From an optimization exercise on the open Yosys and OpenROAD flow, aimed at small area and a short achievable clock period; shortcuts taken in it are not production practice.
At most, simulation tests tie the RTL to the original design; equivalence was not proved.
Power and IR drop assume default switching activity.

==> flow/design.v (excerpt) <==
module axis_boxcar_fir_mc #(
  parameter int CH        = 2,
  parameter int DW_IN     = 32,
  parameter int DW_OUT    = 32,
  parameter int LEN_L_MAX = 6,
  parameter int DECI_W    = 16,
  localparam int LW       = $clog2(LEN_L_MAX + 1)
) (
  input  logic                   a_clk,
  input  logic                   a_reset,
  input  logic [LW-1:0]          len_l,
  input  logic [DECI_W-1:0]      deci,
  input  logic                   next_dv,
  input  logic [CH*DW_IN-1:0]    S_AXIS_tdata,
  input  logic                   S_AXIS_tvalid,
  output logic [CH*DW_OUT-1:0]   M_AXIS_tdata,
  output logic                   M_AXIS_tvalid,
  input  logic                   M_AXIS_tready,
  output logic                   overrun
);
  localparam int DEPTH = 2 ** LEN_L_MAX;
  localparam int FW    = LEN_L_MAX + 1;
  localparam int SW    = DW_IN + LEN_L_MAX;
  localparam int NL    = LEN_L_MAX + 1;
  function automatic logic [SW-1:0] sx(input logic [DW_IN-1:0] v);
    sx = {{LEN_L_MAX{v[DW_IN-1]}}, v};
  endfunction
  logic [CH*DW_IN-1:0]       line_r [DEPTH];
  logic [FW-1:0]             fill_r;
  logic                      full_r;
  logic                      almost_r;
  ...
For scale: ~6500 cells after synthesis, roughly 4400 flip-flops, about 150 I/O pins.
Settings: LEC_CHECK=0, CAP_MARGIN=20, CORE_MARGIN=2, CORE_UTILIZATION=65, CTS_CLUSTER_DIAMETER=90, CTS_CLUSTER_SIZE=28, SLEW_MARGIN=20, SYNTH_MEMORY_MAX_BITS=8192; clock period 8.5 ns.
standard.sh (not shown) runs the stock make flow with config.mk's settings and CLKGATE_MAP_FILE= SYNTH_SCRIPT=/design/flow/synth_recipe.tcl, a recipe that flattens the netlist after the stock synthesis.
==> flow/flow/run.sh <==
#!/bin/bash
# Standard ORFS layout with a few repair knobs changed: resizing may swap cells
# of different footprints, ports are buffered with a plain buffer cell, and the
# setup repair aims at the given slack margin.
set -euo pipefail
bash standard.sh MATCH_CELL_FOOTPRINT=0 "BUFFER_PORTS_ARGS=-buffer_cell sky130_fd_sc_hd__buf_4" SETUP_SLACK_MARGIN=5.8 finish > make_finish.log 2>&1
Then changed:
==> flow/run.sh (new file) <==
#!/bin/bash
# synth_recipe.tcl (not shown) runs the flow's synth.tcl, then flattens the netlist and writes it again
# the make line also repeats each setting of config.mk as NAME=value (left out here)
make -C /OpenROAD-flow-scripts/flow DESIGN_CONFIG=/design/flow/config.mk WORK_HOME=/design/flow/orfs CLKGATE_MAP_FILE= SYNTH_SCRIPT=/design/flow/synth_recipe.tcl finish
Settings changed: SETUP_SLACK_MARGIN set to 5.
removed: flow/flow/run.sh
removed: flow/standard.sh
Synthesized area stays the same.
Power is about the same.
Setup slack is worse by 37 ps.
Global-route usage went down by 1.6 points.
Synthesized cell count is unchanged.
Register-to-register slack got worse by 180 ps.
Critical path depth went down by 1.
Hold slack improves by 4.9 ps.
Wire length is lower by 9.6%.
Count of clock-buffer cells in the layout is lower by 1.

---

The RTL this note starts from:
==> flow/design.v <==
module axis_boxcar_fir_mc #(
  parameter int CH        = 2,
  parameter int DW_IN     = 32,
  parameter int DW_OUT    = 32,
  parameter int LEN_L_MAX = 6,
  parameter int DECI_W    = 16,
  localparam int LW       = $clog2(LEN_L_MAX + 1)
) (
  input  logic                   a_clk,
  input  logic                   a_reset,
  input  logic [LW-1:0]          len_l,
  input  logic [DECI_W-1:0]      deci,
  input  logic                   next_dv,
  input  logic [CH*DW_IN-1:0]    S_AXIS_tdata,
  input  logic                   S_AXIS_tvalid,
  output logic [CH*DW_OUT-1:0]   M_AXIS_tdata,
  output logic                   M_AXIS_tvalid,
  input  logic                   M_AXIS_tready,
  output logic                   overrun
);
  localparam int DEPTH = 2 ** LEN_L_MAX;
  localparam int FW    = LEN_L_MAX + 1;
  localparam int SW    = DW_IN + LEN_L_MAX;
  localparam int NL    = LEN_L_MAX + 1;
  function automatic logic [SW-1:0] sx(input logic [DW_IN-1:0] v);
    sx = {{LEN_L_MAX{v[DW_IN-1]}}, v};
  endfunction
  logic [CH*DW_IN-1:0]       line_r [DEPTH];
  logic [FW-1:0]             fill_r;
  logic                      full_r;
  logic                      almost_r;
  logic [DECI_W-1:0]         dcnt_r;
  logic                      dz_r;
  logic [LW-1:0]             len_q_r;
  logic [NL-1:0]             lsel_r;
  logic [DECI_W-1:0]         deci_q_r;
  logic [SW-1:0]             as_r    [CH];
  logic [SW-1:0]             ac_r    [CH];
  logic                      s1_vld_r;
  logic [LW-1:0]             len_c_s;
  logic [NL-1:0]             lsel_s;
  logic                      accept_s;
  logic                      restart_s;
  logic [FW-1:0]             winq_s;
  logic                      step_nr_s;
  logic                      emit_nr_s;
  logic                      dle1_s;
  logic                      dle2_s;
  logic                      step_rs_s;
  logic                      emit_rs_s;
  logic [FW-1:0]             fill_n_s;
  logic                      full_n_s;
  logic                      almost_n_s;
  logic [DECI_W-1:0]         dcnt_n_s;
  logic                      dz_n_s;
  logic                      emit_s;
  logic [SW-1:0]             bias_s;
  logic [SW-1:0]             old_s   [CH];
  logic [SW-1:0]             y_s     [CH];
  logic [SW-1:0]             x_s     [CH];
  logic [SW-1:0]             s1_s    [CH];
  logic [SW-1:0]             c1_s    [CH];
  logic [SW-1:0]             c1s_s   [CH];
  logic [SW-1:0]             s2_s    [CH];
  logic [SW-1:0]             c2_s    [CH];
  logic [SW-1:0]             as_n_s  [CH];
  logic [SW-1:0]             ac_n_s  [CH];
  logic [SW-1:0]             tot_s   [CH];
  logic [CH*DW_OUT-1:0]      out_s;
  logic                      load_s;
  always_comb begin
    if (len_l > LW'(LEN_L_MAX)) begin
      len_c_s = LW'(LEN_L_MAX);
    end else begin
      len_c_s = len_l;
    end
    for (int l = 0; l < NL; l++) begin
      lsel_s[l] = (len_c_s == LW'(l));
    end
    accept_s  = S_AXIS_tvalid & next_dv;
    restart_s = (len_c_s != len_q_r) || (deci != deci_q_r);
    bias_s    = '0;
    bias_s[LEN_L_MAX-1] = !lsel_s[0];
    dle1_s = (deci <= DECI_W'(1));
    dle2_s = (deci <= DECI_W'(2));
  end
  always_comb begin
    winq_s    = FW'(1) << len_q_r;
    step_nr_s = accept_s && (full_r || almost_r);
    emit_nr_s = step_nr_s && dz_r;
    step_rs_s = accept_s && lsel_s[0];
    emit_rs_s = step_rs_s && dle1_s;
    if (restart_s) begin
      fill_n_s   = accept_s ? FW'(1) : FW'(0);
      full_n_s   = accept_s && lsel_s[0];
      almost_n_s = accept_s ? lsel_s[1] : lsel_s[0];
      if (step_rs_s && !dle1_s) begin
        dcnt_n_s = DECI_W'(2);
        dz_n_s   = dle2_s;
      end else begin
        dcnt_n_s = DECI_W'(1);
        dz_n_s   = dle1_s;
      end
      emit_s     = emit_rs_s;
    end else begin
      if (accept_s && !full_r) begin
        fill_n_s   = fill_r + FW'(1);
        full_n_s   = almost_r;
        almost_n_s = (fill_r + FW'(2) == winq_s);
      end else begin
        fill_n_s   = fill_r;
        full_n_s   = full_r;
        almost_n_s = almost_r;
      end
      if (step_nr_s) begin
        if (dz_r) begin
          dcnt_n_s = DECI_W'(1);
          dz_n_s   = (deci_q_r <= DECI_W'(1));
        end else begin
          dcnt_n_s = dcnt_r + DECI_W'(1);
          dz_n_s   = (dcnt_r + DECI_W'(1) == deci_q_r);
        end
      end else begin
        dcnt_n_s = dcnt_r;
        dz_n_s   = dz_r;
      end
      emit_s     = emit_nr_s;
    end
  end
  always_comb begin
    for (int c = 0; c < CH; c++) begin
      old_s[c] = '0;
      x_s[c]   = '0;
      for (int l = 0; l < NL; l++) begin
        old_s[c] = old_s[c]
                 | ((sx(line_r[(1 << l) - 1][c*DW_IN +: DW_IN]) << (LEN_L_MAX - l))
                    & {SW{lsel_r[l]}});
        x_s[c]   = x_s[c]
                 | ((sx(S_AXIS_tdata[c*DW_IN +: DW_IN]) << (LEN_L_MAX - l))
                    & {SW{lsel_s[l]}});
      end
    end
  end
  always_comb begin
    for (int c = 0; c < CH; c++) begin
      y_s[c]   = full_r ? ~old_s[c] : '0;
      s1_s[c]  = as_r[c] ^ ac_r[c] ^ y_s[c];
      c1_s[c]  = (as_r[c] & ac_r[c]) | (as_r[c] & y_s[c]) | (ac_r[c] & y_s[c]);
      c1s_s[c] = {c1_s[c][SW-2:0], full_r};
      s2_s[c]  = s1_s[c] ^ c1s_s[c] ^ x_s[c];
      c2_s[c]  = (s1_s[c] & c1s_s[c]) | (s1_s[c] & x_s[c]) | (c1s_s[c] & x_s[c]);
      if (restart_s) begin
        as_n_s[c] = accept_s ? x_s[c] : '0;
        ac_n_s[c] = bias_s;
      end else if (accept_s) begin
        as_n_s[c] = s2_s[c];
        ac_n_s[c] = {c2_s[c][SW-2:0], 1'b0};
      end else begin
        as_n_s[c] = as_r[c];
        ac_n_s[c] = ac_r[c];
      end
    end
  end
  always_comb begin
    for (int c = 0; c < CH; c++) begin
      tot_s[c] = as_r[c] + ac_r[c];
      out_s[c*DW_OUT +: DW_OUT] = DW_OUT'(tot_s[c][LEN_L_MAX +: DW_IN]);
    end
    load_s = s1_vld_r && !restart_s;
  end
  always_ff @(posedge a_clk) begin
    if (accept_s) begin
      line_r[0] <= S_AXIS_tdata;
      for (int i = 1; i < DEPTH; i++) begin
        line_r[i] <= line_r[i-1];
      end
    end
  end
  always_ff @(posedge a_clk) begin
    if (a_reset) begin
      fill_r        <= '0;
      full_r        <= 1'b0;
      almost_r      <= 1'b1;
      dcnt_r        <= DECI_W'(1);
      dz_r          <= 1'b1;
      len_q_r       <= '0;
      lsel_r        <= NL'(1);
      deci_q_r      <= '0;
      s1_vld_r      <= 1'b0;
      M_AXIS_tdata  <= '0;
      M_AXIS_tvalid <= 1'b0;
      overrun       <= 1'b0;
      for (int c = 0; c < CH; c++) begin
        as_r[c] <= '0;
        ac_r[c] <= '0;
      end
    end else begin
      len_q_r  <= len_c_s;
      lsel_r   <= lsel_s;
      deci_q_r <= deci;
      fill_r   <= fill_n_s;
      full_r   <= full_n_s;
      almost_r <= almost_n_s;
      dcnt_r   <= dcnt_n_s;
      dz_r     <= dz_n_s;
      s1_vld_r <= emit_s;
      for (int c = 0; c < CH; c++) begin
        as_r[c] <= as_n_s[c];
        ac_r[c] <= ac_n_s[c];
      end
      if (load_s) begin
        M_AXIS_tdata  <= out_s;
        M_AXIS_tvalid <= 1'b1;
        if (M_AXIS_tvalid && !M_AXIS_tready) begin
          overrun <= 1'b1;
        end
      end else if (M_AXIS_tvalid && M_AXIS_tready) begin
        M_AXIS_tvalid <= 1'b0;
      end
    end
  end
endmodule
Settings: LEC_CHECK=0, CAP_MARGIN=20, CORE_MARGIN=2, CORE_UTILIZATION=65, CTS_CLUSTER_DIAMETER=90, CTS_CLUSTER_SIZE=28, SLEW_MARGIN=20, SYNTH_MEMORY_MAX_BITS=8192; clock period 8.5 ns.
==> flow/flow/run.sh <==
#!/bin/bash
# Standard ORFS layout with a few repair knobs changed: resizing may swap cells
# of different footprints, ports are buffered with a plain buffer cell, and the
# setup repair aims at the given slack margin.
set -euo pipefail
bash standard.sh MATCH_CELL_FOOTPRINT=0 "BUFFER_PORTS_ARGS=-buffer_cell sky130_fd_sc_hd__buf_4" SETUP_SLACK_MARGIN=5 finish > make_finish.log 2>&1
The baseline passed the timing, DRC and antenna checks.
Rerun with:
==> flow/run.sh (new file) <==
#!/bin/bash
# synth_recipe.tcl (not shown) runs the flow's synth.tcl, then flattens the netlist and writes it again
# the make line also repeats each setting of config.mk as NAME=value (left out here)
make -C /OpenROAD-flow-scripts/flow DESIGN_CONFIG=/design/flow/config.mk WORK_HOME=/design/flow/orfs CLKGATE_MAP_FILE= SYNTH_SCRIPT=/design/flow/synth_recipe.tcl finish
CORE_UTILIZATION = 40   (was 65)
CTS_CLUSTER_DIAMETER = 100   (was 90)
CTS_CLUSTER_SIZE = 30   (was 28)
SETUP_SLACK_MARGIN = 5   (was not set)
removed: flow/flow/run.sh
removed: flow/standard.sh
Outcome:
- The new run completed without violations
- setup slack loses 0.031 ns
- sequential power barely changes
- wire length grows by about 10%
- die area grows by about 60%
- critical path depth shrinks by 1
- combinational power grows by about 8%
- clock-buffer cell count grows by 1
- cell count grows by 18%
- non-clock buffer count grows by 58
Rerun with:
==> flow/flow/run.sh (new file) <==
#!/bin/bash
# Standard ORFS layout with a few repair knobs changed: resizing may swap cells
# of different footprints, ports are buffered with a plain buffer cell, and the
# setup repair aims at the given slack margin.
set -euo pipefail
bash standard.sh MATCH_CELL_FOOTPRINT=0 "BUFFER_PORTS_ARGS=-buffer_cell sky130_fd_sc_hd__buf_4" SETUP_SLACK_MARGIN=5.6 finish > make_finish.log 2>&1
==> flow/standard.sh (new file) <==
#!/bin/bash
# synth_recipe.tcl (not shown) runs the flow's synth.tcl, then flattens the netlist and writes it again
# the make line also repeats each setting of config.mk as NAME=value (left out here)
make -C /OpenROAD-flow-scripts/flow DESIGN_CONFIG=/design/flow/config.mk WORK_HOME=/design/flow/orfs CLKGATE_MAP_FILE= SYNTH_SCRIPT=/design/flow/synth_recipe.tcl "${@:-finish}"
CTS_CLUSTER_DIAMETER = 70   (was 100)
CTS_CLUSTER_SIZE = 25   (was 30)
SETUP_SLACK_MARGIN = not set   (was 5)
removed: flow/run.sh
Power climbs by 3.7%.
Sequential share of layout area falls by 2.4 points.
Global-route usage went up by 1.1 points.
Maximum frequency increases by 6.6%.
Final cell count rises by 1.9%.
Utilization rises by 1.4 points.
Rerun with:
==> flow/flow/run.sh (replaced) <==
#!/bin/bash
# Standard ORFS layout with two sizing knobs changed: resizing may swap cells of
# different footprints, and ports are buffered with a plain buffer cell.
set -euo pipefail
bash standard.sh MATCH_CELL_FOOTPRINT=0 "BUFFER_PORTS_ARGS=-buffer_cell sky130_fd_sc_hd__buf_4" finish > make_finish.log 2>&1
CTS_CLUSTER_DIAMETER = 100   (was 70)
CTS_CLUSTER_SIZE = 30   (was 25)
SETUP_SLACK_MARGIN = 5   (was not set)
After rerunning: First-iteration DRC count fell by a few percent; worst setup slack gets worse by 0.20 ns; core utilization fell by 1.8 points.
Function was not checked in any run of this note: the RTL went through the layout flow alone.

## afterwards: timing with drivers on the ports
The results above use ideal ports. As a check the final layouts listed here were re-extracted and re-timed, cells and wires unchanged. Step 1 (the two cells are an assumption about what drives the block):
set clk [get_ports {a_clk}]
set_driving_cell -lib_cell sky130_fd_sc_hd__clkbuf_16 $clk
set_driving_cell -lib_cell sky130_fd_sc_hd__buf_2 [delete_from_list [all_inputs] $clk]
Step 2 times the ports against the registers' clock, not the clock port: input delays grow and output delays shrink by t, the midpoint of the rising clock arrivals with the driver on. a / b / c = ideal ports / drivers / drivers and shift; a / b = the first two.
| run | t, ns | setup slack, ns | worst setup path at the end |
|---|---|---|---|
| the first run of note 1 | 0.935 | 5.014 / 5.025 / 4.090 | input to register |
| the second run of note 1 | 0.919 | 4.977 / 5.046 / 4.126 | input to register |
| the first run of note 2 | 0.965 | 5.016 / 4.929 / 3.964 | input to register |
| the second run of note 2 | 0.977 | 4.986 / 5.000 / 4.035 | input to register |
| the third run of note 2 | 0.998 | 5.205 / 5.014 / 4.015 | input to register |
| the fourth run of note 2 | 0.978 | 5.004 / 4.998 / 4.098 | input to register |
After both steps setup and hold are still met in every run listed. For the third run of note 2, which loses most, drivers alone change the setup slack by -0.191 ns; drivers and shift together by -1.190 ns.
